This is an optimization exercise on Yosys and OpenROAD, whose aim is small area, not a production implementation. Function was checked by simulation only, so behaviour that the tests miss may differ from the original. No activity file was given, so power comes from the tool's default toggle rates. No driver is modelled on the clock port, so clocking that relies on it looks cheaper here than on a real chip.

== run 1 ==
Design l2_data_array_nway, start of the top module:
module l2_data_array_nway
#(
    parameter int unsigned s_offset = l2_pkg::default_s_offset,
    parameter int unsigned s_index  = l2_pkg::default_s_index,
    parameter int unsigned num_ways = l2_pkg::default_num_ways,
    localparam int unsigned s_way   = l2_pkg::way_bits(num_ways),
    localparam int unsigned s_mask  = 1 << s_offset,
    localparam int unsigned s_line  = 8 * s_mask
) (
    input  logic               clk,
    input  logic               rst,
    input  logic               read,
    input  logic               write,
    input  logic [s_way-1:0]   way,
    input  logic [s_index-1:0] index,
    input  logic [s_mask-1:0]  write_en,
    input  logic [s_line-1:0]  datain,
    output logic [s_line-1:0]  dataout,
    output logic               resp,
    output logic               ready
);
For scale: ~4100 flip-flops.
clock: 5.0 ns
lec_check: 0
cap_margin: 20
core_margin: 2
core_utilization: 40
place_density: 0.6
slew_margin: 20
synth_hierarchical: 1
standard.sh (not shown) runs the stock make flow with config.mk's settings and CLKGATE_MAP_FILE= SYNTH_SCRIPT=/design/flow/synth_recipe.tcl, a recipe that flattens the netlist after the stock synthesis.
==> flow/flow/run.sh <==
#!/bin/bash
# Own layout flow: the standard ORFS flow (standard.sh, unchanged synthesis,
# floorplan, power grid, placement and routing) with two settings changed:
#  - clock tree synthesis inserts no dummy loads and builds larger sink
#    clusters from clkbuf_16 leaf buffers;
#  - the port buffers that buffer_ports adds are buf_1 instead of the default
#    clock delay buffers.
# The full make output goes to flow_make.log in the work folder; ORFS keeps the
# log of each step under orfs/logs/.
set -euo pipefail
export CTS_ARGS="-sink_clustering_enable -repair_clock_nets -dont_use_dummy_load -buf_list sky130_fd_sc_hd__clkbuf_16 -sink_clustering_size ${CTS_SIZE:-30} -sink_clustering_max_diameter ${CTS_DIAM:-100}"
export BUFFER_PORTS_ARGS="-buffer_cell sky130_fd_sc_hd__buf_1"
bash standard.sh > flow_make.log 2>&1
Run 1 did not stop at any stage, and its layout met the timing, DRC and antenna checks.
### run 1 -> run 2
-- flow/flow/run.sh --
<<< run 1, line 9
# log of each step under orfs/logs/.
set -euo pipefail
export CTS_ARGS="-sink_clustering_enable -repair_clock_nets -dont_use_dummy_load -buf_list sky130_fd_sc_hd__clkbuf_16 -sink_clustering_size ${CTS_SIZE:-30} -sink_clustering_max_diameter ${CTS_DIAM:-100}"
export BUFFER_PORTS_ARGS="-buffer_cell sky130_fd_sc_hd__buf_1"
bash standard.sh > flow_make.log 2>&1
>>> run 2, line 9
# log of each step under orfs/logs/.
set -euo pipefail
export CTS_ARGS="-sink_clustering_enable -repair_clock_nets -dont_use_dummy_load -buf_list sky130_fd_sc_hd__clkbuf_16 -sink_clustering_size ${CTS_SIZE:-24} -sink_clustering_max_diameter ${CTS_DIAM:-80}"
export BUFFER_PORTS_ARGS="-buffer_cell sky130_fd_sc_hd__buf_1"
bash standard.sh > flow_make.log 2>&1
Notes after the runs:
Run 2 closes out successfully: all stages finished, all timing, DRC and antenna checks passed. Met3 demand-to-capacity share in global routing essentially unchanged between run 2 and run 1. More vias were needed by run 2 than by run 1. Power density normalized to cell area ended up about 2% higher on run 2 than on run 1. Compared with run 1, in run 2 wire length of the first global-routing pass went up, sequential power share went down, routed wire length did not really move, setup slack went up. Re die height: no difference whatsoever between run 2 and run 1.
Input-level comparison between run 3 and run 2:
# run 2
export LEC_CHECK = 0
export CAP_MARGIN = 20
export CORE_MARGIN = 2
export CORE_UTILIZATION = 40
export PLACE_DENSITY = 0.6
export SLEW_MARGIN = 20
export SYNTH_HIERARCHICAL = 1
create_clock -name core_clock -period 5.0 [get_ports {clk}]
# run 3
export LEC_CHECK = 0
export CAP_MARGIN = 20
export CORE_MARGIN = 2
export CORE_UTILIZATION = 40
export CTS_BUF_LIST = sky130_fd_sc_hd__clkbuf_16
export CTS_CLUSTER_DIAMETER = 100
export CTS_CLUSTER_SIZE = 30
export PLACE_DENSITY = 0.6
export SLEW_MARGIN = 20
export SYNTH_HIERARCHICAL = 1
create_clock -name core_clock -period 5.0 [get_ports {clk}]
==> flow/run.sh (new file) <==
#!/bin/bash
# synth_recipe.tcl (not shown) runs the flow's synth.tcl, then flattens the netlist and writes it again
# the make line also repeats each setting of config.mk as NAME=value (left out here)
make -C /OpenROAD-flow-scripts/flow DESIGN_CONFIG=/design/flow/config.mk WORK_HOME=/design/flow/orfs CLKGATE_MAP_FILE= SYNTH_SCRIPT=/design/flow/synth_recipe.tcl finish
removed: flow/flow/run.sh
removed: flow/standard.sh
### Flow results
For the depth of the worst hold-timing path, run 3 came in 1 lower than run 2 did.
Compared with run 2, the router placed fewer vias in run 3.
Going from run 2 to run 3, iteration-0 DRC count of the detailed router shrank by about 12%; hold slack up 0.22 ns; HPWL after detailed placement lower.
Run 3 against run 2; number of nets in the layout is up slightly.
Total length of routed met3 wires: run 3 vs run 2 down about 11%
Number of cells on the critical path is higher on run 2

static timing again, ports no longer ideal:
The results above use ideal ports. As a check the final layouts listed here were re-extracted and re-timed, cells and wires unchanged.
Step 1, drivers: a clkbuf_16 drives clk and a buf_2 each remaining input, both assumed.
Step 2, shift: input delay + t, output delay - t, t = (earliest + latest rising clock arrival at the registers) / 2. This alone moves slack from input paths to output paths.
Slacks: ideal / step 1 / step 2; pairs: ideal / step 1.
run	shift t [ns]	setup WS [ns]	latest minus earliest clock arrival (ns)	worst data-port slew with drivers (ns)	cell pins on the clock port's net
run 1	0.973	0.291 / 0.192 / 0.984	0.112 / 0.112	0.23	1
run 2	0.984	0.328 / 0.231 / 0.977	0.109 / 0.109	0.25	1
run 3	0.976	0.107 / 0.006 / 0.372	0.072 / 0.072	0.33	1
After both steps setup and hold are still met in every run listed.
